This design comes from an exercise in tuning for small area, a short achievable clock period and few clock cycles per item on the open sky130 flow, not from production work. In this exercise RTL edits were held to simulation tests only and were not proved equivalent to the original.

File: flow/config.mk
export PLATFORM = sky130hd
export DESIGN_NAME = rotation_matrix_to_quaternion_unit
export DESIGN_NICKNAME = rotation_matrix_to_quaternion_unit
export VERILOG_FILES = /design/flow/design.v
export SDC_FILE = /design/flow/constraint.sdc
export NUM_CORES = 4
export LEC_CHECK = 0
export CAP_MARGIN = 20
export CORE_MARGIN = 2
export CORE_UTILIZATION = 40
export SLEW_MARGIN = 20
File: flow/design.v
module rotation_matrix_to_quaternion_unit (
  input  logic               clk,
  input  logic               rst,
  input  logic               in_valid,
  output logic               in_ready,
  input  logic signed [15:0] m00, m01, m02,
  input  logic signed [15:0] m10, m11, m12,
  input  logic signed [15:0] m20, m21, m22,
  output logic               out_valid,
  input  logic               out_ready,
  output logic [14:0]        qw,
  output logic signed [15:0] qx, qy, qz
);
  logic               v_m, in_rdy, adv;
  logic signed [15:0] r00, r01, r02, r10, r11, r12, r20, r21, r22;
  logic        vF;
  logic [16:0] f_rad;
  logic [15:0] f_D0, f_D1, f_D2;
  logic        f_dn0, f_dn1, f_dn2, f_diag, f_neg;
  logic [1:0]  f_k;
  logic        f_hold;
  logic [3:0] sqd1_1;
  logic [0:0] sqq1_2;
  logic [1:0] sqr1_3;
  logic [2:0] X_1;
  logic [15:0] rad1_4;
  logic [4:0] sqd2_5;
  logic [1:0] sqq2_6;
  logic [2:0] sqr2_7;
  logic [3:0] X_2;
  logic [13:0] rad2_8;
  logic [5:0] sqd3_9;
  logic [2:0] sqq3_10;
  logic [3:0] sqr3_11;
  logic [4:0] X_3;
  logic [11:0] rad3_12;
  logic [6:0] sqd4_13;
  logic [3:0] sqq4_14;
  logic [4:0] sqr4_15;
  logic [5:0] X_4;
  logic [9:0] rad4_16;
  logic [7:0] sqd5_17;
  logic [4:0] sqq5_18;
  logic [5:0] sqr5_19;
  logic [6:0] X_5;
  logic [7:0] rad5_20;
  logic [8:0] sqd6_21;
  logic [5:0] sqq6_22;
  logic [6:0] sqr6_23;
  logic [7:0] X_6;
  logic [5:0] rad6_24;
  logic [9:0] sqd7_25;
  logic [6:0] sqq7_26;
  logic [7:0] sqr7_27;
  logic [8:0] X_7;
  logic [3:0] rad7_28;
  logic [15:0] s1_D0;
  logic [15:0] s1_D1;
  logic [15:0] s1_D2;
  logic [6:0] s1_Q;
  logic [7:0] s1_R;
  logic [0:0] s1_diag;
  logic [0:0] s1_dn0;
  logic [0:0] s1_dn1;
  logic [0:0] s1_dn2;
  logic [1:0] s1_k;
  logic [0:0] s1_neg;
  logic [3:0] s1_rad;
  logic [10:0] sqd8_29;
  logic [7:0] sqq8_30;
  logic [8:0] sqr8_31;
  logic [9:0] X_8;
  logic [1:0] rad8_32;
  logic [11:0] sqd9_33;
  logic [8:0] sqq9_34;
  logic [9:0] sqr9_35;
  logic [10:0] X_9;
  logic [12:0] sqd10_36;
  logic [9:0] sqq10_37;
  logic [10:0] sqr10_38;
  logic [11:0] X_10;
  logic [13:0] sqd11_39;
  logic [10:0] sqq11_40;
  logic [11:0] sqr11_41;
  logic [12:0] X_11;
  logic [15:0] s2_D0;
  logic [15:0] s2_D1;
  logic [15:0] s2_D2;
  logic [10:0] s2_Q;
  logic [11:0] s2_R;
  logic [0:0] s2_diag;
  logic [0:0] s2_dn0;
  logic [0:0] s2_dn1;
  logic [0:0] s2_dn2;
  logic [1:0] s2_k;
  logic [0:0] s2_neg;
  logic [14:0] sqd12_42;
  logic [11:0] sqq12_43;
  logic [12:0] sqr12_44;
  logic [13:0] X_12;
  logic [15:0] sqd13_45;
  logic [12:0] sqq13_46;
  logic [13:0] sqr13_47;
  logic [14:0] X_13;
  logic [16:0] sqd14_48;
  logic [13:0] sqq14_49;
  logic [14:0] sqr14_50;
  logic [15:0] X_14;
  logic [17:0] sqd15_51;
  logic [14:0] sqq15_52;
  logic [15:0] s3_D0;
  logic [15:0] s3_D1;
  logic [15:0] s3_D2;
  logic [0:0] s3_diag;
  logic [0:0] s3_dn0;
  logic [0:0] s3_dn1;
  logic [0:0] s3_dn2;
  logic [1:0] s3_k;
  logic [0:0] s3_neg;
  logic [14:0] s3_w;
  logic [12:0] p0_0_53;
  logic [0:0] ovf0_54;
  logic [2:0] dl0_55;
  logic [1:0] dl0_1_56;
  logic [13:0] dx0_1_57;
  logic [16:0] dd0_1_58;
  logic [0:0] q0_1_59;
  logic [14:0] pp0_1_60;
  logic [12:0] p0_1_61;
  logic [0:0] ovf1_62;
  logic [2:0] dl1_63;
  logic [1:0] dl1_1_64;
  logic [13:0] dx1_1_65;
  logic [16:0] dd1_1_66;
  logic [0:0] q1_1_67;
  logic [14:0] pp1_1_68;
  logic [12:0] p0_2_69;
  logic [0:0] ovf2_70;
  logic [2:0] dl2_71;
  logic [1:0] dl2_1_72;
  logic [13:0] dx2_1_73;
  logic [16:0] dd2_1_74;
  logic [0:0] q2_1_75;
  logic [14:0] pp2_1_76;
  logic [0:0] dl0_2_77;
  logic [15:0] dx0_2_78;
  logic [16:0] dd0_2_79;
  logic [1:0] q0_2_80;
  logic [14:0] pp0_2_81;
  logic [0:0] dl1_2_82;
  logic [15:0] dx1_2_83;
  logic [16:0] dd1_2_84;
  logic [1:0] q1_2_85;
  logic [14:0] pp1_2_86;
  logic [0:0] dl2_2_87;
  logic [15:0] dx2_2_88;
  logic [16:0] dd2_2_89;
  logic [1:0] q2_2_90;
  logic [14:0] pp2_2_91;
  logic [14:0] s4_P0;
  logic [14:0] s4_P1;
  logic [14:0] s4_P2;
  logic [0:0] s4_diag;
  logic [0:0] s4_dl0;
  logic [0:0] s4_dl1;
  logic [0:0] s4_dl2;
  logic [0:0] s4_dn0;
  logic [0:0] s4_dn1;
  logic [0:0] s4_dn2;
  logic [1:0] s4_k;
  logic [0:0] s4_neg;
  logic [0:0] s4_ovf0;
  logic [0:0] s4_ovf1;
  logic [0:0] s4_ovf2;
  logic [1:0] s4_q0;
  logic [1:0] s4_q1;
  logic [1:0] s4_q2;
  logic [14:0] s4_w;
  logic [15:0] dx0_3_92;
  logic [16:0] dd0_3_93;
  logic [2:0] q0_3_94;
  logic [14:0] pp0_3_95;
  logic [15:0] dx1_3_96;
  logic [16:0] dd1_3_97;
  logic [2:0] q1_3_98;
  logic [14:0] pp1_3_99;
  logic [15:0] dx2_3_100;
  logic [16:0] dd2_3_101;
  logic [2:0] q2_3_102;
  logic [14:0] pp2_3_103;
  logic [15:0] dx0_4_104;
  logic [16:0] dd0_4_105;
  logic [3:0] q0_4_106;
  logic [14:0] pp0_4_107;
  logic [15:0] dx1_4_108;
  logic [16:0] dd1_4_109;
  logic [3:0] q1_4_110;
  logic [14:0] pp1_4_111;
  logic [15:0] dx2_4_112;
  logic [16:0] dd2_4_113;
  logic [3:0] q2_4_114;
  logic [14:0] pp2_4_115;
  logic [14:0] s5_P0;
  logic [14:0] s5_P1;
  logic [14:0] s5_P2;
  logic [0:0] s5_diag;
  logic [0:0] s5_dn0;
  logic [0:0] s5_dn1;
  logic [0:0] s5_dn2;
  logic [1:0] s5_k;
  logic [0:0] s5_neg;
  logic [0:0] s5_ovf0;
  logic [0:0] s5_ovf1;
  logic [0:0] s5_ovf2;
  logic [3:0] s5_q0;
  logic [3:0] s5_q1;
  logic [3:0] s5_q2;
  logic [14:0] s5_w;
  logic [15:0] dx0_5_116;
  logic [16:0] dd0_5_117;
  logic [4:0] q0_5_118;
  logic [14:0] pp0_5_119;
  logic [15:0] dx1_5_120;
  logic [16:0] dd1_5_121;
  logic [4:0] q1_5_122;
  logic [14:0] pp1_5_123;
  logic [15:0] dx2_5_124;
  logic [16:0] dd2_5_125;
  logic [4:0] q2_5_126;
  logic [14:0] pp2_5_127;
  logic [15:0] dx0_6_128;
  logic [16:0] dd0_6_129;
  logic [5:0] q0_6_130;
  logic [14:0] pp0_6_131;
  logic [15:0] dx1_6_132;
  logic [16:0] dd1_6_133;
  logic [5:0] q1_6_134;
  logic [14:0] pp1_6_135;
  logic [15:0] dx2_6_136;
  logic [16:0] dd2_6_137;
  logic [5:0] q2_6_138;
  logic [14:0] pp2_6_139;
  logic [14:0] s6_P0;
  logic [14:0] s6_P1;
  logic [14:0] s6_P2;
  logic [0:0] s6_diag;
  logic [0:0] s6_dn0;
  logic [0:0] s6_dn1;
  logic [0:0] s6_dn2;
  logic [1:0] s6_k;
  logic [0:0] s6_neg;
  logic [0:0] s6_ovf0;
  logic [0:0] s6_ovf1;
  logic [0:0] s6_ovf2;
  logic [5:0] s6_q0;
  logic [5:0] s6_q1;
  logic [5:0] s6_q2;
  logic [14:0] s6_w;
  logic [15:0] dx0_7_140;
  logic [16:0] dd0_7_141;
  logic [6:0] q0_7_142;
  logic [14:0] pp0_7_143;
  logic [15:0] dx1_7_144;
  logic [16:0] dd1_7_145;
  logic [6:0] q1_7_146;
  logic [14:0] pp1_7_147;
  logic [15:0] dx2_7_148;
  logic [16:0] dd2_7_149;
  logic [6:0] q2_7_150;
  logic [14:0] pp2_7_151;
  logic [15:0] dx0_8_152;
  logic [16:0] dd0_8_153;
  logic [7:0] q0_8_154;
  logic [14:0] pp0_8_155;
  logic [15:0] dx1_8_156;
  logic [16:0] dd1_8_157;
  logic [7:0] q1_8_158;
  logic [14:0] pp1_8_159;
  logic [15:0] dx2_8_160;
  logic [16:0] dd2_8_161;
  logic [7:0] q2_8_162;
  logic [14:0] pp2_8_163;
  logic [14:0] s7_P0;
  logic [14:0] s7_P1;
  logic [14:0] s7_P2;
  logic [0:0] s7_diag;
  logic [0:0] s7_dn0;
  logic [0:0] s7_dn1;
  logic [0:0] s7_dn2;
  logic [1:0] s7_k;
  logic [0:0] s7_neg;
  logic [0:0] s7_ovf0;
  logic [0:0] s7_ovf1;
  logic [0:0] s7_ovf2;
  logic [7:0] s7_q0;
  logic [7:0] s7_q1;
  logic [7:0] s7_q2;
  logic [14:0] s7_w;
  logic [15:0] dx0_9_164;
  logic [16:0] dd0_9_165;
  logic [8:0] q0_9_166;
  logic [14:0] pp0_9_167;
  logic [15:0] dx1_9_168;
  logic [16:0] dd1_9_169;
  logic [8:0] q1_9_170;
  logic [14:0] pp1_9_171;
  logic [15:0] dx2_9_172;
  logic [16:0] dd2_9_173;
  logic [8:0] q2_9_174;
  logic [14:0] pp2_9_175;
  logic [15:0] dx0_10_176;
  logic [16:0] dd0_10_177;
  logic [9:0] q0_10_178;
  logic [14:0] pp0_10_179;
  logic [15:0] dx1_10_180;
  logic [16:0] dd1_10_181;
  logic [9:0] q1_10_182;
  logic [14:0] pp1_10_183;
  logic [15:0] dx2_10_184;
  logic [16:0] dd2_10_185;
  logic [9:0] q2_10_186;
  logic [14:0] pp2_10_187;
  logic [14:0] s8_P0;
  logic [14:0] s8_P1;
  logic [14:0] s8_P2;
  logic [0:0] s8_diag;
  logic [0:0] s8_dn0;
  logic [0:0] s8_dn1;
  logic [0:0] s8_dn2;
  logic [1:0] s8_k;
  logic [0:0] s8_neg;
  logic [0:0] s8_ovf0;
  logic [0:0] s8_ovf1;
  logic [0:0] s8_ovf2;
  logic [9:0] s8_q0;
  logic [9:0] s8_q1;
  logic [9:0] s8_q2;
  logic [14:0] s8_w;
  logic [15:0] dx0_11_188;
  logic [16:0] dd0_11_189;
  logic [10:0] q0_11_190;
  logic [14:0] pp0_11_191;
  logic [15:0] dx1_11_192;
  logic [16:0] dd1_11_193;
  logic [10:0] q1_11_194;
  logic [14:0] pp1_11_195;
  logic [15:0] dx2_11_196;
  logic [16:0] dd2_11_197;
  logic [10:0] q2_11_198;
  logic [14:0] pp2_11_199;
  logic [15:0] dx0_12_200;
  logic [16:0] dd0_12_201;
  logic [11:0] q0_12_202;
  logic [14:0] pp0_12_203;
  logic [15:0] dx1_12_204;
  logic [16:0] dd1_12_205;
  logic [11:0] q1_12_206;
  logic [14:0] pp1_12_207;
  logic [15:0] dx2_12_208;
  logic [16:0] dd2_12_209;
  logic [11:0] q2_12_210;
  logic [14:0] pp2_12_211;
  logic [14:0] s9_P0;
  logic [14:0] s9_P1;
  logic [14:0] s9_P2;
  logic [0:0] s9_diag;
  logic [0:0] s9_dn0;
  logic [0:0] s9_dn1;
  logic [0:0] s9_dn2;
  logic [1:0] s9_k;
  logic [0:0] s9_neg;
  logic [0:0] s9_ovf0;
  logic [0:0] s9_ovf1;
  logic [0:0] s9_ovf2;
  logic [11:0] s9_q0;
  logic [11:0] s9_q1;
  logic [11:0] s9_q2;
  logic [14:0] s9_w;
  logic [15:0] dx0_13_212;
  logic [16:0] dd0_13_213;
  logic [12:0] q0_13_214;
  logic [14:0] pp0_13_215;
  logic [15:0] dx1_13_216;
  logic [16:0] dd1_13_217;
  logic [12:0] q1_13_218;
  logic [14:0] pp1_13_219;
  logic [15:0] dx2_13_220;
  logic [16:0] dd2_13_221;
  logic [12:0] q2_13_222;
  logic [14:0] pp2_13_223;
  logic [15:0] dx0_14_224;
  logic [16:0] dd0_14_225;
  logic [13:0] q0_14_226;
  logic [14:0] pp0_14_227;
  logic [15:0] dx1_14_228;
  logic [16:0] dd1_14_229;
  logic [13:0] q1_14_230;
  logic [14:0] pp1_14_231;
  logic [15:0] dx2_14_232;
  logic [16:0] dd2_14_233;
  logic [13:0] q2_14_234;
  logic [14:0] pp2_14_235;
  logic [14:0] s10_P0;
  logic [14:0] s10_P1;
  logic [14:0] s10_P2;
  logic [0:0] s10_diag;
  logic [0:0] s10_dn0;
  logic [0:0] s10_dn1;
  logic [0:0] s10_dn2;
  logic [1:0] s10_k;
  logic [0:0] s10_neg;
  logic [0:0] s10_ovf0;
  logic [0:0] s10_ovf1;
  logic [0:0] s10_ovf2;
  logic [13:0] s10_q0;
  logic [13:0] s10_q1;
  logic [13:0] s10_q2;
  logic [14:0] s10_w;
  logic [15:0] dx0_15_236;
  logic [16:0] dd0_15_237;
  logic [14:0] q0_15_238;
  logic [15:0] dx1_15_239;
  logic [16:0] dd1_15_240;
  logic [14:0] q1_15_241;
  logic [15:0] dx2_15_242;
  logic [16:0] dd2_15_243;
  logic [14:0] q2_15_244;
  logic [14:0] fq0_245;
  logic [0:0] fo0_246;
  logic [0:0] fn0_247;
  logic [15:0] fs0_248;
  logic [14:0] fq1_249;
  logic [0:0] fo1_250;
  logic [0:0] fn1_251;
  logic [15:0] fs1_252;
  logic [14:0] fq2_253;
  logic [0:0] fo2_254;
  logic [0:0] fn2_255;
  logic [15:0] fs2_256;
  logic v1, v2, v3, v4, v5, v6, v7, v8, v9, v10;
  assign in_ready = in_rdy;
  assign f_hold   = vF & f_diag & (f_k != 2'd2);
  logic ld;
  assign ld = ~v_m | (adv & ~f_hold);
  always_ff @(posedge clk) begin
    if (ld) begin
      r00 <= m00; r01 <= m01; r02 <= m02;
      r10 <= m10; r11 <= m11; r12 <= m12;
      r20 <= m20; r21 <= m21; r22 <= m22;
    end
  end
  logic signed [18:0] sum;
  logic [16:0]        a;
  logic               dg;
  logic signed [16:0] t0, t1, t2, d0, d1, d2;
  logic               tp0, tp1, tp2;
  logic [15:0]        tc0, tc1, tc2, e0, e1, e2;
  logic               nx, ny, nz;
  always_comb begin
    sum = 19'(r00) + 19'(r11) + 19'(r22) + 19'sd16384;
    a   = sum[18] ? 17'(-sum) : 17'(sum);
    dg  = (sum == 19'sd0);
    t0  = 17'(r00) + 17'sd16384;
    t1  = 17'(r11) + 17'sd16384;
    t2  = 17'(r22) + 17'sd16384;
    tp0 = ~t0[16] & (t0 != 17'sd0);
    tp1 = ~t1[16] & (t1 != 17'sd0);
    tp2 = ~t2[16] & (t2 != 17'sd0);
    tc0 = tp0 ? t0[15:0] : 16'd0;
    tc1 = tp1 ? t1[15:0] : 16'd0;
    tc2 = tp2 ? t2[15:0] : 16'd0;
    d0  = 17'(r21) - 17'(r12);
    d1  = 17'(r02) - 17'(r20);
    d2  = 17'(r10) - 17'(r01);
    e0  = d0[16] ? 16'(-d0) : d0[15:0];
    e1  = d1[16] ? 16'(-d1) : d1[15:0];
    e2  = d2[16] ? 16'(-d2) : d2[15:0];
    nx  = ~tp0 & ((tp1 & r01[15]) | (~tp1 & tp2 & r02[15]));
    ny  = (tp0 & r01[15]) | (~tp0 & ~tp1 & tp2 & r12[15]);
    nz  = (tp0 & r02[15]) | (~tp0 & tp1 & r12[15]);
  end
  always_ff @(posedge clk) begin
    if (adv) begin
      if (f_hold) begin
        f_rad <= {f_D0, 1'b0};
        f_D0  <= f_D1;
        f_neg <= f_dn1;
        f_dn1 <= f_dn2;
        f_k   <= f_k + 2'd1;
      end else begin
        f_rad  <= dg ? {tc0, 1'b0} : a;
        f_D0   <= dg ? tc1 : e0;
        f_D1   <= dg ? tc2 : e1;
        f_D2   <= e2;
        f_dn0  <= d0[16];
        f_dn1  <= dg ? ny : d1[16];
        f_dn2  <= dg ? nz : d2[16];
        f_neg  <= nx;
        f_diag <= dg;
        f_k    <= 2'd0;
      end
    end
  end
  assign sqd1_1 = {1'b0, {1'b0, f_rad[16]}} - {2'd0, 2'b01};
  assign sqq1_2 = ~sqd1_1[3];
  assign sqr1_3 = ~sqd1_1[3] ? sqd1_1[1:0] : X_1[1:0];
  assign X_1 = {1'b0, f_rad[16]};
  assign rad1_4 = f_rad[15:0];
  assign sqd2_5 = {1'b0, {sqr1_3, rad1_4[15:14]}} - {2'd0, {sqq1_2, 2'b01}};
  assign sqq2_6 = {sqq1_2, ~sqd2_5[4]};
  assign sqr2_7 = ~sqd2_5[4] ? sqd2_5[2:0] : X_2[2:0];
  assign X_2 = {sqr1_3, rad1_4[15:14]};
  assign rad2_8 = rad1_4[13:0];
  assign sqd3_9 = {1'b0, {sqr2_7, rad2_8[13:12]}} - {2'd0, {sqq2_6, 2'b01}};
  assign sqq3_10 = {sqq2_6, ~sqd3_9[5]};
  assign sqr3_11 = ~sqd3_9[5] ? sqd3_9[3:0] : X_3[3:0];
  assign X_3 = {sqr2_7, rad2_8[13:12]};
  assign rad3_12 = rad2_8[11:0];
  assign sqd4_13 = {1'b0, {sqr3_11, rad3_12[11:10]}} - {2'd0, {sqq3_10, 2'b01}};
  assign sqq4_14 = {sqq3_10, ~sqd4_13[6]};
  assign sqr4_15 = ~sqd4_13[6] ? sqd4_13[4:0] : X_4[4:0];
  assign X_4 = {sqr3_11, rad3_12[11:10]};
  assign rad4_16 = rad3_12[9:0];
  assign sqd5_17 = {1'b0, {sqr4_15, rad4_16[9:8]}} - {2'd0, {sqq4_14, 2'b01}};
  assign sqq5_18 = {sqq4_14, ~sqd5_17[7]};
  assign sqr5_19 = ~sqd5_17[7] ? sqd5_17[5:0] : X_5[5:0];
  assign X_5 = {sqr4_15, rad4_16[9:8]};
  assign rad5_20 = rad4_16[7:0];
  assign sqd6_21 = {1'b0, {sqr5_19, rad5_20[7:6]}} - {2'd0, {sqq5_18, 2'b01}};
  assign sqq6_22 = {sqq5_18, ~sqd6_21[8]};
  assign sqr6_23 = ~sqd6_21[8] ? sqd6_21[6:0] : X_6[6:0];
  assign X_6 = {sqr5_19, rad5_20[7:6]};
  assign rad6_24 = rad5_20[5:0];
  assign sqd7_25 = {1'b0, {sqr6_23, rad6_24[5:4]}} - {2'd0, {sqq6_22, 2'b01}};
  assign sqq7_26 = {sqq6_22, ~sqd7_25[9]};
  assign sqr7_27 = ~sqd7_25[9] ? sqd7_25[7:0] : X_7[7:0];
  assign X_7 = {sqr6_23, rad6_24[5:4]};
  assign rad7_28 = rad6_24[3:0];
  assign sqd8_29 = {1'b0, {s1_R, s1_rad[3:2]}} - {2'd0, {s1_Q, 2'b01}};
  assign sqq8_30 = {s1_Q, ~sqd8_29[10]};
  assign sqr8_31 = ~sqd8_29[10] ? sqd8_29[8:0] : X_8[8:0];
  assign X_8 = {s1_R, s1_rad[3:2]};
  assign rad8_32 = s1_rad[1:0];
  assign sqd9_33 = {1'b0, {sqr8_31, rad8_32[1:0]}} - {2'd0, {sqq8_30, 2'b01}};
  assign sqq9_34 = {sqq8_30, ~sqd9_33[11]};
  assign sqr9_35 = ~sqd9_33[11] ? sqd9_33[9:0] : X_9[9:0];
  assign X_9 = {sqr8_31, rad8_32[1:0]};
  assign sqd10_36 = {1'b0, {sqr9_35, 2'b00}} - {2'd0, {sqq9_34, 2'b01}};
  assign sqq10_37 = {sqq9_34, ~sqd10_36[12]};
  assign sqr10_38 = ~sqd10_36[12] ? sqd10_36[10:0] : X_10[10:0];
  assign X_10 = {sqr9_35, 2'b00};
  assign sqd11_39 = {1'b0, {sqr10_38, 2'b00}} - {2'd0, {sqq10_37, 2'b01}};
  assign sqq11_40 = {sqq10_37, ~sqd11_39[13]};
  assign sqr11_41 = ~sqd11_39[13] ? sqd11_39[11:0] : X_11[11:0];
  assign X_11 = {sqr10_38, 2'b00};
  assign sqd12_42 = {1'b0, {s2_R, 2'b00}} - {2'd0, {s2_Q, 2'b01}};
  assign sqq12_43 = {s2_Q, ~sqd12_42[14]};
  assign sqr12_44 = ~sqd12_42[14] ? sqd12_42[12:0] : X_12[12:0];
  assign X_12 = {s2_R, 2'b00};
  assign sqd13_45 = {1'b0, {sqr12_44, 2'b00}} - {2'd0, {sqq12_43, 2'b01}};
  assign sqq13_46 = {sqq12_43, ~sqd13_45[15]};
  assign sqr13_47 = ~sqd13_45[15] ? sqd13_45[13:0] : X_13[13:0];
  assign X_13 = {sqr12_44, 2'b00};
  assign sqd14_48 = {1'b0, {sqr13_47, 2'b00}} - {2'd0, {sqq13_46, 2'b01}};
  assign sqq14_49 = {sqq13_46, ~sqd14_48[16]};
  assign sqr14_50 = ~sqd14_48[16] ? sqd14_48[14:0] : X_14[14:0];
  assign X_14 = {sqr13_47, 2'b00};
  assign sqd15_51 = {1'b0, {sqr14_50, 2'b00}} - {2'd0, {sqq14_49, 2'b01}};
  assign sqq15_52 = {sqq14_49, ~sqd15_51[17]};
  assign p0_0_53 = s3_D0[15:3];
  assign ovf0_54 = ({2'b00, p0_0_53} >= s3_w);
  assign dl0_55 = s3_D0[2:0];
  assign dl0_1_56 = dl0_55[1:0];
  assign dx0_1_57 = {p0_0_53, dl0_55[2]};
  assign dd0_1_58 = {3'd0, dx0_1_57} - {2'b00, s3_w};
  assign q0_1_59 = ~dd0_1_58[16];
  assign pp0_1_60 = ~dd0_1_58[16] ? dd0_1_58[14:0] : {1'd0, dx0_1_57};
  assign p0_1_61 = s3_D1[15:3];
  assign ovf1_62 = ({2'b00, p0_1_61} >= s3_w);
  assign dl1_63 = s3_D1[2:0];
  assign dl1_1_64 = dl1_63[1:0];
  assign dx1_1_65 = {p0_1_61, dl1_63[2]};
  assign dd1_1_66 = {3'd0, dx1_1_65} - {2'b00, s3_w};
  assign q1_1_67 = ~dd1_1_66[16];
  assign pp1_1_68 = ~dd1_1_66[16] ? dd1_1_66[14:0] : {1'd0, dx1_1_65};
  assign p0_2_69 = s3_D2[15:3];
  assign ovf2_70 = ({2'b00, p0_2_69} >= s3_w);
  assign dl2_71 = s3_D2[2:0];
  assign dl2_1_72 = dl2_71[1:0];
  assign dx2_1_73 = {p0_2_69, dl2_71[2]};
  assign dd2_1_74 = {3'd0, dx2_1_73} - {2'b00, s3_w};
  assign q2_1_75 = ~dd2_1_74[16];
  assign pp2_1_76 = ~dd2_1_74[16] ? dd2_1_74[14:0] : {1'd0, dx2_1_73};
  assign dl0_2_77 = dl0_1_56[0:0];
  assign dx0_2_78 = {pp0_1_60, dl0_1_56[1]};
  assign dd0_2_79 = {1'd0, dx0_2_78} - {2'b00, s3_w};
  assign q0_2_80 = {q0_1_59, ~dd0_2_79[16]};
  assign pp0_2_81 = ~dd0_2_79[16] ? dd0_2_79[14:0] : dx0_2_78[14:0];
  assign dl1_2_82 = dl1_1_64[0:0];
  assign dx1_2_83 = {pp1_1_68, dl1_1_64[1]};
  assign dd1_2_84 = {1'd0, dx1_2_83} - {2'b00, s3_w};
  assign q1_2_85 = {q1_1_67, ~dd1_2_84[16]};
  assign pp1_2_86 = ~dd1_2_84[16] ? dd1_2_84[14:0] : dx1_2_83[14:0];
  assign dl2_2_87 = dl2_1_72[0:0];
  assign dx2_2_88 = {pp2_1_76, dl2_1_72[1]};
  assign dd2_2_89 = {1'd0, dx2_2_88} - {2'b00, s3_w};
  assign q2_2_90 = {q2_1_75, ~dd2_2_89[16]};
  assign pp2_2_91 = ~dd2_2_89[16] ? dd2_2_89[14:0] : dx2_2_88[14:0];
  assign dx0_3_92 = {s4_P0, s4_dl0[0]};
  assign dd0_3_93 = {1'd0, dx0_3_92} - {2'b00, s4_w};
  assign q0_3_94 = {s4_q0, ~dd0_3_93[16]};
  assign pp0_3_95 = ~dd0_3_93[16] ? dd0_3_93[14:0] : dx0_3_92[14:0];
  assign dx1_3_96 = {s4_P1, s4_dl1[0]};
  assign dd1_3_97 = {1'd0, dx1_3_96} - {2'b00, s4_w};
  assign q1_3_98 = {s4_q1, ~dd1_3_97[16]};
  assign pp1_3_99 = ~dd1_3_97[16] ? dd1_3_97[14:0] : dx1_3_96[14:0];
  assign dx2_3_100 = {s4_P2, s4_dl2[0]};
  assign dd2_3_101 = {1'd0, dx2_3_100} - {2'b00, s4_w};
  assign q2_3_102 = {s4_q2, ~dd2_3_101[16]};
  assign pp2_3_103 = ~dd2_3_101[16] ? dd2_3_101[14:0] : dx2_3_100[14:0];
  assign dx0_4_104 = {pp0_3_95, 1'b0};
  assign dd0_4_105 = {1'd0, dx0_4_104} - {2'b00, s4_w};
  assign q0_4_106 = {q0_3_94, ~dd0_4_105[16]};
  assign pp0_4_107 = ~dd0_4_105[16] ? dd0_4_105[14:0] : dx0_4_104[14:0];
  assign dx1_4_108 = {pp1_3_99, 1'b0};
  assign dd1_4_109 = {1'd0, dx1_4_108} - {2'b00, s4_w};
  assign q1_4_110 = {q1_3_98, ~dd1_4_109[16]};
  assign pp1_4_111 = ~dd1_4_109[16] ? dd1_4_109[14:0] : dx1_4_108[14:0];
  assign dx2_4_112 = {pp2_3_103, 1'b0};
  assign dd2_4_113 = {1'd0, dx2_4_112} - {2'b00, s4_w};
  assign q2_4_114 = {q2_3_102, ~dd2_4_113[16]};
  assign pp2_4_115 = ~dd2_4_113[16] ? dd2_4_113[14:0] : dx2_4_112[14:0];
  assign dx0_5_116 = {s5_P0, 1'b0};
  assign dd0_5_117 = {1'd0, dx0_5_116} - {2'b00, s5_w};
  assign q0_5_118 = {s5_q0, ~dd0_5_117[16]};
  assign pp0_5_119 = ~dd0_5_117[16] ? dd0_5_117[14:0] : dx0_5_116[14:0];
  assign dx1_5_120 = {s5_P1, 1'b0};
  assign dd1_5_121 = {1'd0, dx1_5_120} - {2'b00, s5_w};
  assign q1_5_122 = {s5_q1, ~dd1_5_121[16]};
  assign pp1_5_123 = ~dd1_5_121[16] ? dd1_5_121[14:0] : dx1_5_120[14:0];
  assign dx2_5_124 = {s5_P2, 1'b0};
  assign dd2_5_125 = {1'd0, dx2_5_124} - {2'b00, s5_w};
  assign q2_5_126 = {s5_q2, ~dd2_5_125[16]};
  assign pp2_5_127 = ~dd2_5_125[16] ? dd2_5_125[14:0] : dx2_5_124[14:0];
  assign dx0_6_128 = {pp0_5_119, 1'b0};
  assign dd0_6_129 = {1'd0, dx0_6_128} - {2'b00, s5_w};
  assign q0_6_130 = {q0_5_118, ~dd0_6_129[16]};
  assign pp0_6_131 = ~dd0_6_129[16] ? dd0_6_129[14:0] : dx0_6_128[14:0];
  assign dx1_6_132 = {pp1_5_123, 1'b0};
  assign dd1_6_133 = {1'd0, dx1_6_132} - {2'b00, s5_w};
  assign q1_6_134 = {q1_5_122, ~dd1_6_133[16]};
  assign pp1_6_135 = ~dd1_6_133[16] ? dd1_6_133[14:0] : dx1_6_132[14:0];
  assign dx2_6_136 = {pp2_5_127, 1'b0};
  assign dd2_6_137 = {1'd0, dx2_6_136} - {2'b00, s5_w};
  assign q2_6_138 = {q2_5_126, ~dd2_6_137[16]};
  assign pp2_6_139 = ~dd2_6_137[16] ? dd2_6_137[14:0] : dx2_6_136[14:0];
  assign dx0_7_140 = {s6_P0, 1'b0};
  assign dd0_7_141 = {1'd0, dx0_7_140} - {2'b00, s6_w};
  assign q0_7_142 = {s6_q0, ~dd0_7_141[16]};
  assign pp0_7_143 = ~dd0_7_141[16] ? dd0_7_141[14:0] : dx0_7_140[14:0];
  assign dx1_7_144 = {s6_P1, 1'b0};
  assign dd1_7_145 = {1'd0, dx1_7_144} - {2'b00, s6_w};
  assign q1_7_146 = {s6_q1, ~dd1_7_145[16]};
  assign pp1_7_147 = ~dd1_7_145[16] ? dd1_7_145[14:0] : dx1_7_144[14:0];
  assign dx2_7_148 = {s6_P2, 1'b0};
  assign dd2_7_149 = {1'd0, dx2_7_148} - {2'b00, s6_w};
  assign q2_7_150 = {s6_q2, ~dd2_7_149[16]};
  assign pp2_7_151 = ~dd2_7_149[16] ? dd2_7_149[14:0] : dx2_7_148[14:0];
  assign dx0_8_152 = {pp0_7_143, 1'b0};
  assign dd0_8_153 = {1'd0, dx0_8_152} - {2'b00, s6_w};
  assign q0_8_154 = {q0_7_142, ~dd0_8_153[16]};
  assign pp0_8_155 = ~dd0_8_153[16] ? dd0_8_153[14:0] : dx0_8_152[14:0];
  assign dx1_8_156 = {pp1_7_147, 1'b0};
  assign dd1_8_157 = {1'd0, dx1_8_156} - {2'b00, s6_w};
  assign q1_8_158 = {q1_7_146, ~dd1_8_157[16]};
  assign pp1_8_159 = ~dd1_8_157[16] ? dd1_8_157[14:0] : dx1_8_156[14:0];
  assign dx2_8_160 = {pp2_7_151, 1'b0};
  assign dd2_8_161 = {1'd0, dx2_8_160} - {2'b00, s6_w};
  assign q2_8_162 = {q2_7_150, ~dd2_8_161[16]};
  assign pp2_8_163 = ~dd2_8_161[16] ? dd2_8_161[14:0] : dx2_8_160[14:0];
  assign dx0_9_164 = {s7_P0, 1'b0};
  assign dd0_9_165 = {1'd0, dx0_9_164} - {2'b00, s7_w};
  assign q0_9_166 = {s7_q0, ~dd0_9_165[16]};
  assign pp0_9_167 = ~dd0_9_165[16] ? dd0_9_165[14:0] : dx0_9_164[14:0];
  assign dx1_9_168 = {s7_P1, 1'b0};
  assign dd1_9_169 = {1'd0, dx1_9_168} - {2'b00, s7_w};
  assign q1_9_170 = {s7_q1, ~dd1_9_169[16]};
  assign pp1_9_171 = ~dd1_9_169[16] ? dd1_9_169[14:0] : dx1_9_168[14:0];
  assign dx2_9_172 = {s7_P2, 1'b0};
  assign dd2_9_173 = {1'd0, dx2_9_172} - {2'b00, s7_w};
  assign q2_9_174 = {s7_q2, ~dd2_9_173[16]};
  assign pp2_9_175 = ~dd2_9_173[16] ? dd2_9_173[14:0] : dx2_9_172[14:0];
  assign dx0_10_176 = {pp0_9_167, 1'b0};
  assign dd0_10_177 = {1'd0, dx0_10_176} - {2'b00, s7_w};
  assign q0_10_178 = {q0_9_166, ~dd0_10_177[16]};
  assign pp0_10_179 = ~dd0_10_177[16] ? dd0_10_177[14:0] : dx0_10_176[14:0];
  assign dx1_10_180 = {pp1_9_171, 1'b0};
  assign dd1_10_181 = {1'd0, dx1_10_180} - {2'b00, s7_w};
  assign q1_10_182 = {q1_9_170, ~dd1_10_181[16]};
  assign pp1_10_183 = ~dd1_10_181[16] ? dd1_10_181[14:0] : dx1_10_180[14:0];
  assign dx2_10_184 = {pp2_9_175, 1'b0};
  assign dd2_10_185 = {1'd0, dx2_10_184} - {2'b00, s7_w};
  assign q2_10_186 = {q2_9_174, ~dd2_10_185[16]};
  assign pp2_10_187 = ~dd2_10_185[16] ? dd2_10_185[14:0] : dx2_10_184[14:0];
  assign dx0_11_188 = {s8_P0, 1'b0};
  assign dd0_11_189 = {1'd0, dx0_11_188} - {2'b00, s8_w};
  assign q0_11_190 = {s8_q0, ~dd0_11_189[16]};
  assign pp0_11_191 = ~dd0_11_189[16] ? dd0_11_189[14:0] : dx0_11_188[14:0];
  assign dx1_11_192 = {s8_P1, 1'b0};
  assign dd1_11_193 = {1'd0, dx1_11_192} - {2'b00, s8_w};
  assign q1_11_194 = {s8_q1, ~dd1_11_193[16]};
  assign pp1_11_195 = ~dd1_11_193[16] ? dd1_11_193[14:0] : dx1_11_192[14:0];
  assign dx2_11_196 = {s8_P2, 1'b0};
  assign dd2_11_197 = {1'd0, dx2_11_196} - {2'b00, s8_w};
  assign q2_11_198 = {s8_q2, ~dd2_11_197[16]};
  assign pp2_11_199 = ~dd2_11_197[16] ? dd2_11_197[14:0] : dx2_11_196[14:0];
  assign dx0_12_200 = {pp0_11_191, 1'b0};
  assign dd0_12_201 = {1'd0, dx0_12_200} - {2'b00, s8_w};
  assign q0_12_202 = {q0_11_190, ~dd0_12_201[16]};
  assign pp0_12_203 = ~dd0_12_201[16] ? dd0_12_201[14:0] : dx0_12_200[14:0];
  assign dx1_12_204 = {pp1_11_195, 1'b0};
  assign dd1_12_205 = {1'd0, dx1_12_204} - {2'b00, s8_w};
  assign q1_12_206 = {q1_11_194, ~dd1_12_205[16]};
  assign pp1_12_207 = ~dd1_12_205[16] ? dd1_12_205[14:0] : dx1_12_204[14:0];
  assign dx2_12_208 = {pp2_11_199, 1'b0};
  assign dd2_12_209 = {1'd0, dx2_12_208} - {2'b00, s8_w};
  assign q2_12_210 = {q2_11_198, ~dd2_12_209[16]};
  assign pp2_12_211 = ~dd2_12_209[16] ? dd2_12_209[14:0] : dx2_12_208[14:0];
  assign dx0_13_212 = {s9_P0, 1'b0};
  assign dd0_13_213 = {1'd0, dx0_13_212} - {2'b00, s9_w};
  assign q0_13_214 = {s9_q0, ~dd0_13_213[16]};
  assign pp0_13_215 = ~dd0_13_213[16] ? dd0_13_213[14:0] : dx0_13_212[14:0];
  assign dx1_13_216 = {s9_P1, 1'b0};
  assign dd1_13_217 = {1'd0, dx1_13_216} - {2'b00, s9_w};
  assign q1_13_218 = {s9_q1, ~dd1_13_217[16]};
  assign pp1_13_219 = ~dd1_13_217[16] ? dd1_13_217[14:0] : dx1_13_216[14:0];
  assign dx2_13_220 = {s9_P2, 1'b0};
  assign dd2_13_221 = {1'd0, dx2_13_220} - {2'b00, s9_w};
  assign q2_13_222 = {s9_q2, ~dd2_13_221[16]};
  assign pp2_13_223 = ~dd2_13_221[16] ? dd2_13_221[14:0] : dx2_13_220[14:0];
  assign dx0_14_224 = {pp0_13_215, 1'b0};
  assign dd0_14_225 = {1'd0, dx0_14_224} - {2'b00, s9_w};
  assign q0_14_226 = {q0_13_214, ~dd0_14_225[16]};
  assign pp0_14_227 = ~dd0_14_225[16] ? dd0_14_225[14:0] : dx0_14_224[14:0];
  assign dx1_14_228 = {pp1_13_219, 1'b0};
  assign dd1_14_229 = {1'd0, dx1_14_228} - {2'b00, s9_w};
  assign q1_14_230 = {q1_13_218, ~dd1_14_229[16]};
  assign pp1_14_231 = ~dd1_14_229[16] ? dd1_14_229[14:0] : dx1_14_228[14:0];
  assign dx2_14_232 = {pp2_13_223, 1'b0};
  assign dd2_14_233 = {1'd0, dx2_14_232} - {2'b00, s9_w};
  assign q2_14_234 = {q2_13_222, ~dd2_14_233[16]};
  assign pp2_14_235 = ~dd2_14_233[16] ? dd2_14_233[14:0] : dx2_14_232[14:0];
  assign dx0_15_236 = {s10_P0, 1'b0};
  assign dd0_15_237 = {1'd0, dx0_15_236} - {2'b00, s10_w};
  assign q0_15_238 = {s10_q0, ~dd0_15_237[16]};
  assign dx1_15_239 = {s10_P1, 1'b0};
  assign dd1_15_240 = {1'd0, dx1_15_239} - {2'b00, s10_w};
  assign q1_15_241 = {s10_q1, ~dd1_15_240[16]};
  assign dx2_15_242 = {s10_P2, 1'b0};
  assign dd2_15_243 = {1'd0, dx2_15_242} - {2'b00, s10_w};
  assign q2_15_244 = {s10_q2, ~dd2_15_243[16]};
  assign fq0_245 = s10_diag ? s10_w : q0_15_238;
  assign fo0_246 = ~s10_diag & s10_ovf0;
  assign fn0_247 = s10_diag ? s10_neg : s10_dn0;
  assign fs0_248 = fn0_247 ? (fo0_246 ? 16'h8000 : (16'd0 - {1'b0, fq0_245})) : (fo0_246 ? 16'h7fff : {1'b0, fq0_245});
  assign fq1_249 = s10_diag ? s10_w : q1_15_241;
  assign fo1_250 = ~s10_diag & s10_ovf1;
  assign fn1_251 = s10_diag ? s10_neg : s10_dn1;
  assign fs1_252 = fn1_251 ? (fo1_250 ? 16'h8000 : (16'd0 - {1'b0, fq1_249})) : (fo1_250 ? 16'h7fff : {1'b0, fq1_249});
  assign fq2_253 = s10_diag ? s10_w : q2_15_244;
  assign fo2_254 = ~s10_diag & s10_ovf2;
  assign fn2_255 = s10_diag ? s10_neg : s10_dn2;
  assign fs2_256 = fn2_255 ? (fo2_254 ? 16'h8000 : (16'd0 - {1'b0, fq2_253})) : (fo2_254 ? 16'h7fff : {1'b0, fq2_253});
  always_ff @(posedge clk) begin
    if (adv) begin
      s1_D0 <= f_D0;
      s1_D1 <= f_D1;
      s1_D2 <= f_D2;
      s1_Q <= sqq7_26;
      s1_R <= sqr7_27;
      s1_diag <= f_diag;
      s1_dn0 <= f_dn0;
      s1_dn1 <= f_dn1;
      s1_dn2 <= f_dn2;
      s1_k <= f_k;
      s1_neg <= f_neg;
      s1_rad <= rad7_28;
      s2_D0 <= s1_D0;
      s2_D1 <= s1_D1;
      s2_D2 <= s1_D2;
      s2_Q <= sqq11_40;
      s2_R <= sqr11_41;
      s2_diag <= s1_diag;
      s2_dn0 <= s1_dn0;
      s2_dn1 <= s1_dn1;
      s2_dn2 <= s1_dn2;
      s2_k <= s1_k;
      s2_neg <= s1_neg;
      s3_D0 <= s2_D0;
      s3_D1 <= s2_D1;
      s3_D2 <= s2_D2;
      s3_diag <= s2_diag;
      s3_dn0 <= s2_dn0;
      s3_dn1 <= s2_dn1;
      s3_dn2 <= s2_dn2;
      s3_k <= s2_k;
      s3_neg <= s2_neg;
      s3_w <= sqq15_52;
      s4_P0 <= pp0_2_81;
      s4_P1 <= pp1_2_86;
      s4_P2 <= pp2_2_91;
      s4_diag <= s3_diag;
      s4_dl0 <= dl0_2_77;
      s4_dl1 <= dl1_2_82;
      s4_dl2 <= dl2_2_87;
      s4_dn0 <= s3_dn0;
      s4_dn1 <= s3_dn1;
      s4_dn2 <= s3_dn2;
      s4_k <= s3_k;
      s4_neg <= s3_neg;
      s4_ovf0 <= ovf0_54;
      s4_ovf1 <= ovf1_62;
      s4_ovf2 <= ovf2_70;
      s4_q0 <= q0_2_80;
      s4_q1 <= q1_2_85;
      s4_q2 <= q2_2_90;
      s4_w <= s3_w;
      s5_P0 <= pp0_4_107;
      s5_P1 <= pp1_4_111;
      s5_P2 <= pp2_4_115;
      s5_diag <= s4_diag;
      s5_dn0 <= s4_dn0;
      s5_dn1 <= s4_dn1;
      s5_dn2 <= s4_dn2;
      s5_k <= s4_k;
      s5_neg <= s4_neg;
      s5_ovf0 <= s4_ovf0;
      s5_ovf1 <= s4_ovf1;
      s5_ovf2 <= s4_ovf2;
      s5_q0 <= q0_4_106;
      s5_q1 <= q1_4_110;
      s5_q2 <= q2_4_114;
      s5_w <= s4_w;
      s6_P0 <= pp0_6_131;
      s6_P1 <= pp1_6_135;
      s6_P2 <= pp2_6_139;
      s6_diag <= s5_diag;
      s6_dn0 <= s5_dn0;
      s6_dn1 <= s5_dn1;
      s6_dn2 <= s5_dn2;
      s6_k <= s5_k;
      s6_neg <= s5_neg;
      s6_ovf0 <= s5_ovf0;
      s6_ovf1 <= s5_ovf1;
      s6_ovf2 <= s5_ovf2;
      s6_q0 <= q0_6_130;
      s6_q1 <= q1_6_134;
      s6_q2 <= q2_6_138;
      s6_w <= s5_w;
      s7_P0 <= pp0_8_155;
      s7_P1 <= pp1_8_159;
      s7_P2 <= pp2_8_163;
      s7_diag <= s6_diag;
      s7_dn0 <= s6_dn0;
      s7_dn1 <= s6_dn1;
      s7_dn2 <= s6_dn2;
      s7_k <= s6_k;
      s7_neg <= s6_neg;
      s7_ovf0 <= s6_ovf0;
      s7_ovf1 <= s6_ovf1;
      s7_ovf2 <= s6_ovf2;
      s7_q0 <= q0_8_154;
      s7_q1 <= q1_8_158;
      s7_q2 <= q2_8_162;
      s7_w <= s6_w;
      s8_P0 <= pp0_10_179;
      s8_P1 <= pp1_10_183;
      s8_P2 <= pp2_10_187;
      s8_diag <= s7_diag;
      s8_dn0 <= s7_dn0;
      s8_dn1 <= s7_dn1;
      s8_dn2 <= s7_dn2;
      s8_k <= s7_k;
      s8_neg <= s7_neg;
      s8_ovf0 <= s7_ovf0;
      s8_ovf1 <= s7_ovf1;
      s8_ovf2 <= s7_ovf2;
      s8_q0 <= q0_10_178;
      s8_q1 <= q1_10_182;
      s8_q2 <= q2_10_186;
      s8_w <= s7_w;
      s9_P0 <= pp0_12_203;
      s9_P1 <= pp1_12_207;
      s9_P2 <= pp2_12_211;
      s9_diag <= s8_diag;
      s9_dn0 <= s8_dn0;
      s9_dn1 <= s8_dn1;
      s9_dn2 <= s8_dn2;
      s9_k <= s8_k;
      s9_neg <= s8_neg;
      s9_ovf0 <= s8_ovf0;
      s9_ovf1 <= s8_ovf1;
      s9_ovf2 <= s8_ovf2;
      s9_q0 <= q0_12_202;
      s9_q1 <= q1_12_206;
      s9_q2 <= q2_12_210;
      s9_w <= s8_w;
      s10_P0 <= pp0_14_227;
      s10_P1 <= pp1_14_231;
      s10_P2 <= pp2_14_235;
      s10_diag <= s9_diag;
      s10_dn0 <= s9_dn0;
      s10_dn1 <= s9_dn1;
      s10_dn2 <= s9_dn2;
      s10_k <= s9_k;
      s10_neg <= s9_neg;
      s10_ovf0 <= s9_ovf0;
      s10_ovf1 <= s9_ovf1;
      s10_ovf2 <= s9_ovf2;
      s10_q0 <= q0_14_226;
      s10_q1 <= q1_14_230;
      s10_q2 <= q2_14_234;
      s10_w <= s9_w;
    end
  end
  always_ff @(posedge clk) begin
    if (rst) begin
      v_m <= 1'b0;
      vF <= 1'b0;
      v1 <= 1'b0;
      v2 <= 1'b0;
      v3 <= 1'b0;
      v4 <= 1'b0;
      v5 <= 1'b0;
      v6 <= 1'b0;
      v7 <= 1'b0;
      v8 <= 1'b0;
      v9 <= 1'b0;
      v10 <= 1'b0;
    end else begin
      v_m <= ld ? in_valid : v_m;
      if (adv) begin
        vF <= f_hold | v_m;
        v1 <= vF;
        v2 <= v1;
        v3 <= v2;
        v4 <= v3;
        v5 <= v4;
        v6 <= v5;
        v7 <= v6;
        v8 <= v7;
        v9 <= v8;
        v10 <= v9;
      end
    end
  end
  logic        ov, ovp, sv, arr, take;
  logic [14:0] o_w, k_w;
  logic [15:0] o_x, o_y, o_z, k_x, k_y, k_z;
  logic [14:0] a_w;
  logic [15:0] a_x, a_y, a_z;
  logic        ov_n, sv_n, last_diag;
  logic [1:0]  last_k;
  assign last_diag = s10_diag;
  assign last_k    = s10_k;
  assign arr  = adv & v10 & (~last_diag | (last_k == 2'd2));
  assign take = ov & out_ready;
  assign a_w  = last_diag ? 15'd0 : s10_w;
  assign a_x  = last_diag ? k_x : fs0_248;
  assign a_y  = last_diag ? k_y : fs1_252;
  assign a_z  = fs2_256;
  logic xslot, yslot, kload;
  assign xslot = adv & v10 & last_diag & (last_k == 2'd0);
  assign yslot = adv & v10 & last_diag & (last_k == 2'd1);
  assign kload = arr & ~(~ov | take) | arr & sv;
  always_comb begin
    if (~ov | take) begin
      ov_n = sv | arr;
      sv_n = sv & arr;
    end else begin
      ov_n = 1'b1;
      sv_n = sv | arr;
    end
  end
  always_ff @(posedge clk) begin
    if (~ov | take) begin
      if (sv) begin
        o_w <= k_w; o_x <= k_x; o_y <= k_y; o_z <= k_z;
      end else begin
        o_w <= a_w; o_x <= a_x; o_y <= a_y; o_z <= a_z;
      end
    end
    if (kload) begin
      k_w <= a_w; k_z <= a_z;
    end
    if (kload | xslot) k_x <= xslot ? fs0_248 : a_x;
    if (kload | yslot) k_y <= yslot ? fs1_252 : a_y;
  end
  logic v_m_n, vF_n, fh_n;
  always_comb begin
    v_m_n = ld ? in_valid : v_m;
    if (adv) begin
      vF_n = f_hold | v_m;
      fh_n = f_hold ? (f_k != 2'd1) : (v_m & dg);
    end else begin
      vF_n = vF;
      fh_n = f_hold;
    end
  end
  always_ff @(posedge clk) begin
    if (rst) begin
      ov     <= 1'b0;
      ovp    <= 1'b0;
      sv     <= 1'b0;
      adv    <= 1'b1;
      in_rdy <= 1'b1;
    end else begin
      ov     <= ov_n;
      ovp    <= sv | arr | (ov & ~out_ready);
      sv     <= sv_n;
      adv    <= ~(ov_n & sv_n);
      in_rdy <= ~v_m_n | (~(ov_n & sv_n) & ~fh_n);
    end
  end
  assign out_valid = ovp;
  assign qw = o_w;
  assign qx = o_x;
  assign qy = o_y;
  assign qz = o_z;
endmodule
File: flow/constraint.sdc
create_clock -name core_clock -period 19.0 [get_ports {clk}]
set_input_delay 3.8000 -clock core_clock [delete_from_list [all_inputs] [get_ports {clk}]]
set_output_delay 3.8000 -clock core_clock [all_outputs]
set_load 0.01 [all_outputs]
File: flow/flow/run.sh
#!/bin/bash
# The standard layout (standard.sh), with these changes to how it is made:
#  - ADDER_MAP_FILE empty: Yosys does not map adders onto the library's
#    full/half adder cells; ABC maps all of the logic, with its area script
#    (ABC_AREA=1);
#  - SETUP_SLACK_MARGIN=13.9: repair_timing keeps working until every path
#    is about 5.1 ns (the clock stays at the design's period);
#  - clock sinks clustered in groups of up to 25 within 80 um;
#  - core utilization 65% (a smaller die, shorter wires);
#  - every port still gets its own buffer, but buffer_ports starts from
#    buf_1 (the resizer upsizes the ones that need it).
# Everything else (synthesis script, floorplan, power grid, placement, CTS,
# routing) is the standard flow. Its output goes to standard.log.
set -euo pipefail
bash standard.sh ABC_AREA=1 ADDER_MAP_FILE= SETUP_SLACK_MARGIN=13.9 \
  CTS_CLUSTER_SIZE=25 CTS_CLUSTER_DIAMETER=80 CORE_UTILIZATION=65 \
  "BUFFER_PORTS_ARGS=-buffer_cell sky130_fd_sc_hd__buf_1" > standard.log 2>&1
File: flow/standard.sh
#!/bin/bash
# synth_recipe.tcl (not shown) runs the flow's synth.tcl, then flattens the netlist and writes it again
# the make line also repeats each setting of config.mk as NAME=value (left out here)
make -C /OpenROAD-flow-scripts/flow DESIGN_CONFIG=/design/flow/config.mk WORK_HOME=/design/flow/orfs CLKGATE_MAP_FILE= SYNTH_SCRIPT=/design/flow/synth_recipe.tcl "${@:-finish}"
==> flow_summary.yaml <==
status:
  status: "no timing/DRC/antenna violations"
worst_setup_path:
  cp-start-kind: "flip-flop"
  arrival_ns: 5.70
  required_ns: 19.48
  crit_type: "flip-flop to flip-flop"
  reg2regPathDepth: 34
  critical_path.max_fanout: 7
  crit_slowest_cell: "edfxtp_1"
  slowest_delay_ns: 0.58
  end_kind: "flip-flop"
route:
  wl_per_cell_um: 19.92
  drtIter0Drc: 12105
  vias_per_cell: 6.098
  routed_wl_um: 295400
  num_vias: 90405
  ant_nets: 0
  drc: 0
  firstDrtPassIters: 9
synthesis:
  synthMuxAreaShare: 0.001909
  ys_seq_area_frac: 0.4160
  async_reset_ff_frac: 0
  netlist_area_um2: 89120
  synth_nets: 12739
  synth_fa_ha_area_frac: 0
  synth_top_family_by_area: "simple AND/OR/NAND/NOR gates"
  synth_xor_area_frac: 0.04736
  synth_warnings: 1
  synth_cells: 12591
  yosys.area_share.simple: 0.3109
  synth_edf_count: 1224
  synth_cell_types: 72
  syn_avg_cell_area_um2: 7.078
  ys.flop_type: "edfxtp_1"
  synth-seq-cells: 1240
  synth-compound-area-share: 0.1263
timing:
  relSlewSlack: 0.1581
  setup_viol: 0
  fin_skew_ns: 0.07167
  finalCritPeriodShare: 0.2750
  finalMaxSlewViolations: 0
  hold_viol: 0
  clock.fmax_mhz: 191.4
  tightest_slew_ns: 1.250
  setup_tns_ns: 0
  rsz0062_at_grt: "true"
  fin_crit_ns: 5.224
  holdWs_ns: 0.3838
floorplan:
  initial_core_util: 0.6562
  die_y_um: 374.3
  die_x_um: 374.3
  ios: 213
  core_area_um2: 135800
  dieArea_um2: 140100
  rows: 135
final_layout:
  area_growth_pct: 10.16
  drive_above_1_share: 0.08956
  largest_register_ffs: 17
  fin_nets: 13133
  regMostFlops: "f_rad"
cts:
  cts-root-buf: "clkbuf_16"
  cts_buffers: 77
  clockBufferDepth: 3
  cts_tree: "yes"
  clock-sinks: 1240
  cts.reportedPaths.clkPinSlew_ns: 0.10
  hold_buffers: 0
  clk_latency_ns: 0.77
  h-tree-depth: 3
job:
  maxCapViolations: 0
global_route:
  grt.overflow.total: 0
  grt_first_pass_wirelength_um: 438000
  gr-usage-all-layers: 0.3965
  grt_pass1_vias: 82582
  grt_antenna_before_repair: 3
  grt_max_degree: 182
min_path:
  min_path_cells: 0
  hp-class: "flip-flop to flip-flop"
placed_design:
  portBuffers: 212
  place_congestion: 1.042
  dpl.hpwl_um: 214000
==> kinds of logic (layout without fill, tap and decap cells) <==
family | Yosys count | count (layout)
muxes | 17 | 17
DFF | 1240 | 1240
other | 0 | 4
buffers and inverters | 2246 | 2670
AOI/OAI and AO/OA | 2027 | 2027
xor gates and xnor gates | 481 | 481
and+or+nand+nor | 6580 | 6606
==> timing repair <==
action	in CTS	in global routing
endpoints found under the setup margin	426	458
pin swaps	9	77
setup buffers	101	179
cloned	3	26
resized for setup	110	384
==> final timing paths <==
kind / slack, ns / from / end
max: 13.78 / s1_Q[5] / s2_R[7]
min: 0.38 / s9_q1[8] / s10_q1[10]
max reg2reg: 13.78 / s1_Q[5] / s2_R[7]
min reg2reg: 0.38 / s9_q1[8] / s10_q1[10]
==> through the flow <==
| step | area (µm²) | utilization | setup slack (ns) | std cells |
|---|---|---|---|---|
| 2_1_floorplan | 89230 | - | 9.308 | 12591 |
| 3_3_place_gp | 91430 | 0.6733 | 12.90 | 14378 |
| 3_5_place_dp | 91440 | 0.6733 | 12.69 | 14378 |
| 4_1_cts | 95320 | 0.7019 | 13.85 | 14617 |
| 5_1_grt | 98160 | 0.7228 | 13.64 | 14822 |
| 6_report | 98170 | 0.7229 | 13.78 | 14826 |
==> cell usage in the layout (no fill, tap or decap), drive strengths merged, types with 44 or more instances in the layout <==
| cell | count |
|---|---|
| a21oi | 450 |
| a31oi | 200 |
| buf | 493 |
| clkbuf | 144 |
| edfxtp | 1224 |
| inv | 1984 |
| nand2 | 3273 |
| nand3 | 871 |
| nand3b | 46 |
| nand4 | 160 |
| nor2 | 1876 |
| nor3 | 99 |
| nor4 | 44 |
| o21ai | 1088 |
| o21bai | 48 |
| or2 | 196 |
| xnor2 | 138 |
| xor2 | 343 |
==> Yosys cell counts, drive strengths merged, types with 16 or more instances <==
library cell  instances  area, µm²
a31oi               200       1251
or2                 196       1226
edfxtp             1224      36760
a21boi               43      326.6
and2                 19      118.9
dfxtp                16      320.3
nand3               865       4497
mux2i                17      170.2
o21ai              1088       5460
a21oi               450       2305
clkbuf              138      518.0
o31ai                24      180.2
nor4                 44      275.3
buf                 118      691.9
a221oi               22      192.7
o211ai               36      270.3
nand3b               44      355.3
xnor2               138       1209
nand2              3255      12400
nand4               160       1045
nor3                 99      495.5
o22ai                28      175.2
o21bai               48      360.4
inv                1979       7431
xor2                343       3012
nor2               1876       7139
==> metal layers <==
metal | up-vias | wire, µm | track usage
met4 | 2 | 26640 | 0.2890
met2 | 6104 | 134800 | 0.6589
met3 | 1580 | 30470 | 0.05884
li1 | 41962 | - | -
met1 | 40757 | 103500 | 0.4700
met5 | - | 12 | 0
==> cell type report <==
type	instances	area (µm²)
diodes	4	10.01
clock buffers	92	1993
clock inverters	43	738.2
fillers	10331	37640
inverters	1990	7571
multi-input cells	9131	45000
flip-flops and latches	1240	37080
well taps	1781	2228
repair buffers	545	3550
==> critical path: cells and delay by family, from the launching register on <==
kind	cells	cell delay [ns]
AND/OR/NAND/NOR	25	3.06
flip-flops	1	0.58
buffers and inverters	7	0.87
AO/OA/AOI/OAI	2	0.40
Testbench counts, summed over its fixed seeds: cycles 9,988, items 9,600.

==> static timing again, ports no longer ideal <==
No port has a modelled driver above. Below, the same layout with a new extraction and two added sets of constraints.
Step 1: set_driving_cell puts a clkbuf_16 on clk and a buf_2 on each other input, an assumption about the parent block.
Step 2, shift: input delay + t, output delay - t, t = (earliest + latest rising clock arrival at the registers) / 2. This alone moves slack from input paths to output paths.
a / b / c = no drivers / after step 1 / after step 2; a / b = the first two.
t (ns): 0.815
setup slack, ns: 13.776 / 13.776 / 13.257
clock arrival spread, ns: 0.082 / 0.082
cell pins on the clock port's net: 1
After both steps setup and hold are still met in this run. For this run, drivers alone change the setup slack by 0.000 ns; drivers and shift together by -0.519 ns.
